This design comes from an exercise in tuning for small area, a short achievable clock period and few clock cycles per item on the open sky130 flow, not from production work. RTL that was checked went through simulation tests only; none was proved equivalent to the original.

// barrett_reduce_pipe
module barrett_reduce_pipe (
    input  logic        clk,
    input  logic        rst,
    input  logic        in_valid,
    input  logic [63:0] in_data,
    output logic        in_ready,
    output logic        out_valid,
    output logic [31:0] out_data,
    input  logic        out_ready,
    output logic        out_err
);
For scale: roughly 1,100 cells after synthesis, ~100 flip-flops.
Settings: LEC_CHECK=0, CAP_MARGIN=20, CORE_MARGIN=2, CORE_UTILIZATION=55, CTS_BUF_LIST=sky130_fd_sc_hd__clkbuf_8 sky130_fd_sc_hd__clkbuf_16, GPL_ROUTABILITY_DRIVEN=0, PLACE_DENSITY=0.75, SETUP_SLACK_MARGIN=3.2, SLEW_MARGIN=20, SYNTH_HIERARCHICAL=1, SYNTH_MINIMUM_KEEP_SIZE=0; clock period 9.0 ns.
standard.sh (not shown) runs the stock make flow with config.mk's settings and CLKGATE_MAP_FILE= SYNTH_SCRIPT=/design/flow/synth_recipe.tcl, a recipe that flattens the netlist after the stock synthesis.
==> flow/flow/run.sh <==
#!/bin/bash
set -e
export BUFFER_PORTS_ARGS="-buffer_cell sky130_fd_sc_hd__buf_1"
bash standard.sh > standard.log 2>&1
Change:
--- a/flow/design.v
+++ b/flow/design.v
@@ -135,41 +135,24 @@
     csa_fa u_m1753 (.a(m17_c45), .b(m17_c46), .c(m17_s47), .s(m17_s53), .co(m17_c53));
     wire m17_s54, m17_c54;
     csa_fa u_m1754 (.a(m17_c47), .b(m17_c48), .c(m17_s49), .s(m17_s54), .co(m17_c54));
     wire m17_s55, m17_c55;
     csa_fa u_m1755 (.a(~m17_c50), .b(m17_s44), .c(~m17_c54), .s(m17_s55), .co(m17_c55));
     wire m17_s56, m17_c56;
     csa_fa u_m1756 (.a(m17_s46), .b(m17_c51), .c(m17_s52), .s(m17_s56), .co(m17_c56));
     wire m17_s57, m17_c57;
     csa_fa u_m1757 (.a(m17_s48), .b(m17_c52), .c(m17_s53), .s(m17_s57), .co(m17_c57));
     wire m17_s58, m17_c58;
     csa_fa u_m1758 (.a(m17_s50), .b(m17_c53), .c(m17_s54), .s(m17_s58), .co(m17_c58));
-    wire [4:0] a17_p = {1'b0, {m17_c57, m17_c56, m17_c55, m17_s55}} ^ {1'b0, {m17_s58, m17_s57, m17_s56, m17_s51}};
-    wire [4:0] a17_g = {1'b0, {m17_c57, m17_c56, m17_c55, m17_s55}} & {1'b0, {m17_s58, m17_s57, m17_s56, m17_s51}};
-    wire a17_g0c = a17_g[0] | (a17_p[0] & ~m17_c58);
-    wire a17_G1 = a17_g[1] | (a17_p[1] & a17_g0c);
-    wire a17_G2 = a17_g[3] | (a17_p[3] & a17_g[2]);
-    wire a17_P2 = a17_p[3] & a17_p[2];
-    wire a17_G3 = a17_g[2] | (a17_p[2] & a17_G1);
-    wire a17_G4 = a17_G2 | (a17_P2 & a17_G1);
-    wire a17_G5 = a17_g[4] | (a17_p[4] & a17_G4);
-    wire [4:0] e_s17 = a17_p ^ {a17_G4, a17_G3, a17_G1, a17_g0c, ~m17_c58};
-    wire [3:0] a7_p = {1'b0, {m7_c29, m7_c28, m7_s28}} ^ {1'b0, {m7_s30, m7_s29, m7_s25}};
-    wire [3:0] a7_g = {1'b0, {m7_c29, m7_c28, m7_s28}} & {1'b0, {m7_s30, m7_s29, m7_s25}};
-    wire a7_g0c = a7_g[0] | (a7_p[0] & m7_c30);
-    wire a7_G1 = a7_g[1] | (a7_p[1] & a7_g0c);
-    wire a7_G2 = a7_g[3] | (a7_p[3] & a7_g[2]);
-    wire a7_P2 = a7_p[3] & a7_p[2];
-    wire a7_G3 = a7_g[2] | (a7_p[2] & a7_G1);
-    wire a7_G4 = a7_G2 | (a7_P2 & a7_G1);
-    wire [3:0] t7 = a7_p ^ {a7_G3, a7_G1, a7_g0c, m7_c30};
+    wire [3:0] t7  = {1'b0, {m7_c29, m7_c28, m7_s28}} + {1'b0, {m7_s30, m7_s29, m7_s25}} + {3'b0, m7_c30};
+    wire [4:0] e_s17 = {1'b0, {m17_c57, m17_c56, m17_c55, m17_s55}} + {1'b0, {m17_s58, m17_s57, m17_s56, m17_s51}} + {4'b0, ~m17_c58};
     localparam logic [47:0] E_TA_T = 48'h2358d11ac688;
     wire [2:0] e_ta = E_TA_T[t7 * 3 +: 3];
     localparam logic [95:0] E_TC_T = 96'h1ac688d634422358d11ac688;
     wire [2:0] e_tc = E_TC_T[e_s17 * 3 +: 3];
     wire c1_s59, c1_c59;
     assign c1_s59 = ~(x[26] ^ ~x[23]);
     assign c1_c59 = x[26] | ~x[23];
     wire c1_s60, c1_c60;
     csa_fa u_c160 (.a(x[27]), .b(~x[24]), .c(x[4]), .s(c1_s60), .co(c1_c60));
     wire c1_s61, c1_c61;
     csa_fa u_c161 (.a(x[28]), .b(~x[25]), .c(x[5]), .s(c1_s61), .co(c1_c61));
Outcome: Count of clock-buffer cells in the layout stays the same; hold slack is about the same; utilization went down by 0.33 points; clock skew went up by 0.0058 ns; via count went down slightly; final area barely changes; final cell count went up slightly; die area is about the same; routed wire length went down by a few percent; register-to-register slack barely changes; sequential share of layout area barely changes.
Testbench counts after the change, summed over its fixed seeds: cycles 8,016, items 8,000.
For the first run of this note, only the layout was checked, not whether the RTL still works.

[afterwards: timing with drivers on the ports]
Ports are ideal in the flow. The routed layouts listed here were re-timed in OpenROAD. Step 1 sets driving cells, clkbuf_16 on the clock port and buf_2 on the other inputs (assumed; they add their load-dependent delay and slew). Step 2 adds t to the input delays and takes it off the output delays; t is the mean of the earliest and latest rising clock arrival at the registers after step 1. Input paths then give back, and output paths get back, about the clock's delay inside the block. Slacks: ideal / step 1 / step 2; pairs: ideal / step 1.
run | t, ns | setup WS [ns] | latest minus earliest clock arrival (ns) | worst register clock-pin slew, ns
the first run | 0.403 | 3.182 / 3.191 / 2.788 | 0.014 / 0.014 | 0.08 / 0.08
the second run | 0.402 | 3.301 / 3.324 / 2.922 | 0.021 / 0.020 | 0.09 / 0.09
After both steps setup and hold are still met in every run listed. The setup slack of the first run, which loses most, moves by +0.009 ns with the drivers and by -0.394 ns with both steps.
